This design comes from an exercise in tuning for small area, a short achievable clock period and few clock cycles per item on the open sky130 flow, not from production work.
Only the layout flow was run in this run; the RTL was not checked for function there.
No activity file was given, so power comes from the tool's default toggle rates.

===== design/flow/config.mk =====
export PLATFORM = sky130hd
export DESIGN_NAME = record_batch_validator
export DESIGN_NICKNAME = record_batch_validator
export VERILOG_FILES = /design/flow/design.v
export SDC_FILE = /design/flow/constraint.sdc
export NUM_CORES = 4
export LEC_CHECK = 0
export ABC_CLOCK_PERIOD_IN_PS = 2800
export CAP_MARGIN = 20
export CORE_MARGIN = 2
export CORE_UTILIZATION = 60
export PLACE_DENSITY = 0.75
export SETUP_SLACK_MARGIN = 4.0
export SLEW_MARGIN = 20

===== design/flow/constraint.sdc =====
create_clock -name core_clock -period 7.0 [get_ports {clk}]
set_input_delay 1.4000 -clock core_clock [delete_from_list [all_inputs] [get_ports {clk}]]
set_output_delay 1.4000 -clock core_clock [all_outputs]
set_load 0.01 [all_outputs]

===== design/flow/design.v =====
`timescale 1ns / 1ps
`default_nettype none
package rbv_pkg;
  localparam logic [31:0] CRC_POLY  = 32'h82F6_3B78;
  localparam logic [31:0] CRC_INIT  = 32'hFFFF_FFFF;
  localparam logic [2:0] ST_OK      = 3'd0;
  localparam logic [2:0] ST_TRUNC   = 3'd1;
  localparam logic [2:0] ST_NEG_LEN = 3'd2;
  localparam logic [2:0] ST_BAD_LEN = 3'd3;
  localparam logic [2:0] ST_CRC     = 3'd4;
  function automatic logic [31:0] crc32c_byte(input logic [31:0] crc, input logic [7:0] b);
    logic [31:0] c;
    c = crc ^ {24'h0, b};
    for (int k = 0; k < 8; k++) begin
      c = c[0] ? ((c >> 1) ^ CRC_POLY) : (c >> 1);
    end
    crc32c_byte = c;
  endfunction
endpackage
`default_nettype wire
`timescale 1ns / 1ps
`default_nettype none
module record_batch_validator
(
  input  logic               clk,
  input  logic               rst,
  input  logic               in_valid,
  output logic               in_ready,
  input  logic [7:0]         data_byte,
  input  logic               end_of_span,
  input  logic               cfg_write,
  input  logic               cfg_data,
  output logic               out_valid,
  input  logic               out_ready,
  output logic               kind,
  output logic [7:0]         payload_byte,
  output logic [2:0]         status,
  output logic signed [63:0] batch_base,
  output logic [15:0]        attributes,
  output logic signed [63:0] writer_id,
  output logic signed [15:0] writer_epoch,
  output logic signed [31:0] first_seq,
  output logic signed [31:0] rec_count,
  output logic [31:0]        batch_size,
  output logic signed [63:0] final_offset,
  output logic               is_last
);
  logic       rv;          
  logic [7:0] rb;
  logic       re;
  logic       sv;          
  logic [7:0] sb;
  logic       se;
  logic       consume;     
  assign in_ready = !sv;
  always_ff @(posedge clk) begin
    if (rst) begin
      rv <= 1'b0;
      sv <= 1'b0;
    end else if (rv && !consume) begin
      if (in_valid && !sv) sv <= 1'b1;
    end else if (sv) begin
      rv <= 1'b1;
      sv <= 1'b0;
    end else begin
      rv <= in_valid;
    end
  end
  always_ff @(posedge clk) begin
    if (!sv) begin
      sb <= data_byte;
      se <= end_of_span;
    end
    if (!rv || consume) begin
      rb <= sv ? sb : data_byte;
      re <= sv ? se : end_of_span;
    end
  end
  logic [31:0] cnt;        
  logic        pay;        
  logic        vdone;      
  logic        peek_mode;
  logic [63:0] bb;
  logic [31:0] tot;        
  logic        tcarry;
  logic        neg;        
  logic [31:0] hcrc;
  logic [15:0] attr;
  logic [63:0] wid;
  logic [15:0] ep;
  logic [31:0] seq;
  logic [31:0] rc;
  logic [31:0] crc;
  logic [63:0] fo;
  logic        ov;
  logic        okind;
  logic [2:0]  ost;
  logic        ofen;       
  logic        obsen;      
  logic [7:0]  pr;         
  logic        vpend;      
  logic        vchk;       
  logic [2:0]  vst;        
  logic        fbusy;      
  logic [5:0]  cl;         
  logic        hdr;        
  logic        outfree;    
  logic        payfree;    
  logic        p0;
  logic        act;
  logic        crcok;
  logic        is_last_pl;
  logic        at35;
  assign cl       = cnt[5:0];
  assign outfree  = !vpend && (!ov || out_ready);
  assign payfree  = !ov || okind || out_ready;
  assign p0       = !pay && (cl == 6'd1);
  assign consume  = rv && (vdone || outfree || (p0 && !re && payfree));
  assign act      = consume && !vdone;
  assign hdr      = !pay && !vdone;
  assign at35     = !pay && (cl == 6'd36);
  assign crcok    = ((crc ^ rbv_pkg::CRC_INIT) == hcrc);
  assign is_last_pl = (cnt == tot);
  logic [7:0] tsum;
  logic       tco;
  assign {tco, tsum} = {1'b0, (cl == 6'd12) ? {1'b0, rb[6:0]} : rb}
                     + ((cl == 6'd9) ? 9'd12 : {8'd0, tcarry});
  always_ff @(posedge clk) begin
    if (rst) begin
      cnt   <= 32'd1;
      pay   <= 1'b0;
      vdone <= 1'b0;
    end else if (consume) begin
      if (re) begin
        cnt   <= 32'd1;
        pay   <= 1'b0;
        vdone <= 1'b0;
      end else if (!vdone) begin
        cnt <= cnt + 32'd1;
        if (at35) begin
          pay   <= 1'b1;
          vdone <= neg || (tot < 32'd36) || peek_mode || (tot == 32'd36);
        end else if (pay) begin
          vdone <= is_last_pl;
        end
      end
    end
  end
  always_ff @(posedge clk) begin
    if (act && !pay) begin
      case (cl)
        6'd2:  bb[15:0]  <= {rb, pr};
        6'd3:  bb[23:16] <= rb;
        6'd4:  bb[31:24] <= rb;
        6'd5:  bb[39:32] <= rb;
        6'd6:  bb[47:40] <= rb;
        6'd7:  bb[55:48] <= rb;
        6'd8:  bb[63:56] <= rb;
        6'd9:  begin tot[7:0]   <= tsum; tcarry <= tco; end
        6'd10: begin tot[15:8]  <= tsum; tcarry <= tco; end
        6'd11: begin tot[23:16] <= tsum; tcarry <= tco; end
        6'd12: begin tot[31:24] <= tsum; neg <= rb[7]; end
        6'd13: hcrc[7:0]   <= rb;
        6'd14: hcrc[15:8]  <= rb;
        6'd15: hcrc[23:16] <= rb;
        6'd16: hcrc[31:24] <= rb;
        6'd17: attr[7:0]   <= rb;
        6'd18: attr[15:8]  <= rb;
        6'd19: wid[7:0]    <= rb;
        6'd20: wid[15:8]   <= rb;
        6'd21: wid[23:16]  <= rb;
        6'd22: wid[31:24]  <= rb;
        6'd23: wid[39:32]  <= rb;
        6'd24: wid[47:40]  <= rb;
        6'd25: wid[55:48]  <= rb;
        6'd26: wid[63:56]  <= rb;
        6'd27: ep[7:0]     <= rb;
        6'd28: ep[15:8]    <= rb;
        6'd29: seq[7:0]    <= rb;
        6'd30: seq[15:8]   <= rb;
        6'd31: seq[23:16]  <= rb;
        6'd32: seq[31:24]  <= rb;
        6'd33: rc[7:0]     <= rb;
        6'd34: rc[15:8]    <= rb;
        6'd35: rc[23:16]   <= rb;
        6'd36: rc[31:24]   <= rb;
        default: ;
      endcase
    end
  end
  always_ff @(posedge clk) begin
    if (act) begin
      if (!pay && cl <= 6'd16) crc <= rbv_pkg::CRC_INIT;
      else                     crc <= rbv_pkg::crc32c_byte(crc, rb);
    end
  end
  logic [2:0] fsq;         
  logic [1:0] fcar;
  logic       f_shift;
  logic       f_add;
  logic [7:0] f_addend;
  logic [9:0] f_sum;
  assign f_shift  = act && !pay && (cl >= 6'd2) && (cl <= 6'd9);
  assign f_add    = (act && !pay && (cl >= 6'd34) && (cl <= 6'd36)) || (fsq != 3'd0);
  assign f_addend = (fsq >= 3'd2) ? {8{rc[31]}} : pr;
  assign f_sum    = {2'b00, fo[7:0]} + {2'b00, f_addend} + {8'd0, fcar} + 10'd255;
  assign fbusy    = (fsq != 3'd0) && (fsq != 3'd5);
  always_ff @(posedge clk) begin
    if (f_shift || f_add) begin
      fo <= {f_shift ? pr : f_sum[7:0], fo[63:8]};
    end
    if (act && !pay && cl == 6'd33) begin
      fcar <= 2'd0;
    end else if (f_add) begin
      fcar <= f_sum[9:8];
    end
  end
  always_ff @(posedge clk) begin
    if (rst) begin
      fsq <= 3'd0;
    end else if (act && at35) begin
      fsq <= 3'd1;
    end else if (fsq == 3'd5) begin
      fsq <= 3'd0;
    end else if (fsq != 3'd0) begin
      fsq <= fsq + 3'd1;
    end
  end
  always_ff @(posedge clk) begin
    if (rst) begin
      peek_mode <= 1'b0;
    end else if (cfg_write) begin
      peek_mode <= cfg_data;
    end
  end
  always_ff @(posedge clk) begin
    if (act) pr <= rb;
  end
  always_ff @(posedge clk) begin
    if (rst) begin
      ov    <= 1'b0;
      vpend <= 1'b0;
    end else begin
      if (act && !pay && cl < 6'd36 && re) begin
        ov    <= 1'b1;
        okind <= 1'b1;
        ost   <= rbv_pkg::ST_TRUNC;
        ofen  <= 1'b0;
        obsen <= 1'b0;
      end else if (act && pay) begin
        ov    <= 1'b1;
        okind <= 1'b0;
        ost   <= rbv_pkg::ST_OK;
        ofen  <= 1'b0;
        obsen <= 1'b0;
        if (is_last_pl) begin
          vpend <= 1'b1;
          vchk  <= 1'b1;
          vst   <= rbv_pkg::ST_OK;
        end else if (re) begin
          vpend <= 1'b1;
          vchk  <= 1'b0;
          vst   <= rbv_pkg::ST_BAD_LEN;
        end
      end else if (vpend && (!ov || out_ready) && !fbusy) begin
        ov    <= 1'b1;
        okind <= 1'b1;
        ost   <= vchk ? (crcok ? rbv_pkg::ST_OK : rbv_pkg::ST_CRC) : vst;
        ofen  <= 1'b1;
        obsen <= vchk || (vst != rbv_pkg::ST_NEG_LEN);
        vpend <= 1'b0;
      end else if (ov && out_ready) begin
        ov <= 1'b0;
      end
      if (vpend && vchk) begin
        vchk <= 1'b0;
        vst  <= crcok ? rbv_pkg::ST_OK : rbv_pkg::ST_CRC;
      end
      if (act && at35) begin
        if (neg) begin
          vpend <= 1'b1; vchk <= 1'b0; vst <= rbv_pkg::ST_NEG_LEN;
        end else if (tot < 32'd36) begin
          vpend <= 1'b1; vchk <= 1'b0; vst <= rbv_pkg::ST_BAD_LEN;
        end else if (peek_mode) begin
          vpend <= 1'b1; vchk <= 1'b0; vst <= rbv_pkg::ST_OK;
        end else if (tot == 32'd36) begin
          vpend <= 1'b1; vchk <= 1'b1; vst <= rbv_pkg::ST_OK;
        end else if (re) begin
          vpend <= 1'b1; vchk <= 1'b0; vst <= rbv_pkg::ST_BAD_LEN;
        end
      end
    end
  end
  assign out_valid    = ov;
  assign kind         = okind;
  assign is_last      = okind;
  assign status       = ost;
  assign payload_byte = pr & {8{!okind}};
  assign batch_base   = bb & {64{ofen}};
  assign attributes   = attr & {16{ofen}};
  assign writer_id    = wid & {64{ofen}};
  assign writer_epoch = ep & {16{ofen}};
  assign first_seq    = seq & {32{ofen}};
  assign rec_count    = rc & {32{ofen}};
  assign batch_size   = tot & {32{obsen}};
  assign final_offset = fo & {64{ofen}};
endmodule
`default_nettype wire

===== design/flow/flow/run.sh =====
#!/bin/bash
# Standard layout, except that the port buffers are the small sky130 buffer
# instead of the delay buffer buffer_ports picks by default.
set -uo pipefail
bash standard.sh synth > synth.log 2>&1 || exit 1
export BUFFER_PORTS_ARGS="-buffer_cell sky130_fd_sc_hd__buf_1"
bash standard.sh > layout.log 2>&1

===== design/flow/standard.sh =====
#!/bin/bash
# synth_recipe.tcl (not shown) runs the flow's synth.tcl, then flattens the netlist and writes it again
# the make line also repeats each setting of config.mk as NAME=value (left out here)
make -C /OpenROAD-flow-scripts/flow DESIGN_CONFIG=/design/flow/config.mk WORK_HOME=/design/flow/orfs CLKGATE_MAP_FILE= SYNTH_SCRIPT=/design/flow/synth_recipe.tcl "${@:-finish}"

==> flow_summary.ini <==
[setup_path]
crit_family = adder cells
slowest_delay_ns = 0.54
cp_num_buf_inv = 3
criticalPathCategory = flop to flop
crit_path_end_kind = flop
worst-path-max-fanout = 6
path_common_cell = inv_2
required_ns = 7.32
cp-start-kind = flop
crit_chain = inv_2 > ha_4 > nor3_4 > buf_6 > nor2b_4 > a21o_1 > fa_1 > ha_2 > inv_2 > fa_2 > nor2b_1 > o21a_1 > o21ai_2 > a21boi_2 > o21ai_1 > a31o_2
crit_slowest_cell = fa_1
worstPathArrival_ns = 3.91

[route]
wl_met1_um = 26100
viasPerCell = 6.51
top_layer = met5
wl_per_cell_um = 31.4
first_pass_iters = 6
route.met2.wl_um = 34900
drt_iter0_drc = 2552
routed_wl_um = 76900
vias = 15900
ant_nets = 0
drc = 0
dr_wl_met3_um = 10000

[sta]
fin_crit_ns = 3.59
hold_viol_final = 0
rsz0062_at_grt = yes
setup_violations = 0
maxSlewHeadroom_pct = 39.3
post-route-period-util_pct = 51.3
max_freq_ghz = 0.278
tns_ns = 0
fin_skew_ns = 0.0283
layout_setup_ws_ns = 3.41
finalMaxSlewViolations = 0
tightestPinTransition_ns = 0.904

[synthesis]
netlist_top_cells_area = edfxtp_1 61%, and2_1 9.9%, dfxtp_1 5.2%
synth.most_common_cell = edfxtp_1
yosysSeqAreaShare_pct = 65.8
synth_edf_count = 413
yosys_warnings = 1
yosysTopAreaCellShare_pct = 60.6
syn_area_sq_um = 20500
synth-seq-cells = 466
synth_fp_nets = 1578
syn-mean-instance-area_sq_um = 13.4
synth_top_cell_by_area = edfxtp_1
ys_top_cells_by_count = 413 x edfxtp_1, 325 x and2_1, 110 x xnor2_1
postSynthCellCount = 1525
ys_async_sr_fraction_pct = 0
yosysUniqueCellTypes = 63
synth-main-ff-cell = edfxtp_1

[floorplanning]
die_area_sq_um = 35600
ios = 350
start_util_pct = 61.1
core_area_sq_um = 33500
core.rowCount = 67
dieHeight_um = 189
die_w_um = 189

[clocking]
worstSkewPairLatency_ns = 0.56
cts_tree = yes
numCtsBuffers = 46
clk_path_buf_depth = 3
clockRootBuffer = clkbuf_16
clkTransAtPathRegs_ns = 0.07
cts_sinks = 466
h-tree-depth = 2

[grt]
grt_use_total_pct = 30.6
antenna_found_initial = 2
grt_pass1_vias = 13200
grt_overflow_total = 0
grt_max_degree = 52
grt_pass1_wl_um = 81200

[place]
port_buffers = 349
dp_hpwl_um = 34200
place_inst = 2265
place_congestion = 0.899
pre_cts_ws_ns = 3.24

[power_and_ir_drop]
vdd_drop_max_v = 0.000219
finalPower_mw = 7.47
leakage_nw = 10.8
p_per_area_nw_per_um2 = 260

[worst_hold_path]
hp-class = flop to flop

[finish]
fin_cells = 2449
fillers = 1269
nNetsFinal = 2019
regArea_sq_um = 13500
drive_gt1_share_pct = 41.3
syn2layout_area_growth_pct = 40.0
num_antenna_cells = 0
multi_input_area_sq_um = 7540

[status]
status = finished clean

[run]
maxCapViolCount = 0
final cells by class:
cell class / instances / share of cell area, %
clock inverters: 24 / 0.799
well taps: 448 / 1.95
repair buffers: 462 / 18.9
multi-input cells: 934 / 26.3
inverters: 56 / 0.803
clock buffers: 59 / 4.26
flip-flops and latches: 466 / 47.0
final timing paths:
check,end,cells past startpoint,from,slack [ns]
worst min register to register,fo[6],0,fo[14],0.46
worst max register to register,fo[63],16,fsq[0],3.41
worst max-delay path,fo[63],16,fsq[0],3.41
worst min-delay path,fo[6],0,fo[14],0.46
power breakdown:
part	internal, mW	leakage, nW	switching (mW)
combinational	0.721	5.98	0.867
clock	1.39	0.701	1.11
sequential	3.26	4.08	0.123
total	5.37	10.8	2.10
cells in the final DEF (no fill, tap or decap), types with 12 or more instances in the layout:
cell,instances
xor2_1,56
and2_4,270
a21oi_1,23
nor2_2,14
clkbuf_16,81
buf_6,273
nor4_1,13
xnor2_1,109
ha_1,28
nand4_1,22
nand3_1,22
clkbuf_1,12
buf_1,73
edfxtp_1,413
a2111oi_0,16
inv_1,50
and2_1,55
nor2b_1,14
buf_4,33
and3_1,19
nor2_1,59
dfxtp_1,47
nand2_1,55
buf_16,22
layer usage:
metal | track usage (%) | vias to the layer above
met5 | 0 | -
met4 | 9.65 | 2
met3 | 4.84 | 423
met2 | 50.3 | 1703
met1 | 42.4 | 7572
li1 | - | 6248
flip-flops by register name, summed over array words and instances, names as in the netlist, 16 cells and up:
name / cells
attr: 16
bb: 64
cnt: 32
crc: 32
ep: 16
fo: 64
hcrc: 32
rc: 32
seq: 32
tot: 32
wid: 64
metrics by stage:
step | area [sq um] | hold slack (ns) | util [%]
after global placement | 22300 | 0.422 | 66.6
after detailed placement | 22300 | 0.426 | 66.6
after global routing | 28700 | 0.480 | 85.5
final | 28700 | 0.464 | 85.5
after floorplan | 20700 | 0.418 | -
after CTS | 24800 | 0.440 | 74.0
what timing repair did:
action | 4_1_cts | 5_1_grt
endpoints found under the setup margin | 685 | 467
pin swaps | 18 | 14
gates resized for setup | 120 | 1055
setup buffers | 25 | 8
hold buffers | 0 | 0
gates cloned | 19 | 49
kinds of logic after synthesis:
family	synth area share, %
muxes	0.758
xor gates and xnor gates	8.58
buffers and inverters	2.38
and+or+nand+nor	16.4
DFF	65.8
AOI/OAI and AO/OA	3.69
adders and majority gates	2.40

## separate check: timing with driven ports
In the flow no input, the clock included, has a driving cell. The finished layout below was timed again as built, in two steps.
Step 1 sets driving cells, clkbuf_16 on the clock port and buf_2 on the other inputs (assumed; they add their load-dependent delay and slew).
Step 2, shift: input delay + t, output delay - t, t = (earliest + latest rising clock arrival at the registers) / 2. This alone moves slack from input paths to output paths.
a / b / c = no drivers / after step 1 / after step 2; a / b = the first two.
t, ns: 0.602
slack for setup (ns): 3.406 / 3.406 / 3.312
hold WS [ns]: 0.464 / 0.464 / 0.464
worst register clock-pin slew, ns: 0.08 / 0.08
pins driven straight from the clock port: 1
After both steps setup and hold are still met in this run. The setup slack of this run moves by 0.000 ns with the drivers and by -0.094 ns with both steps.
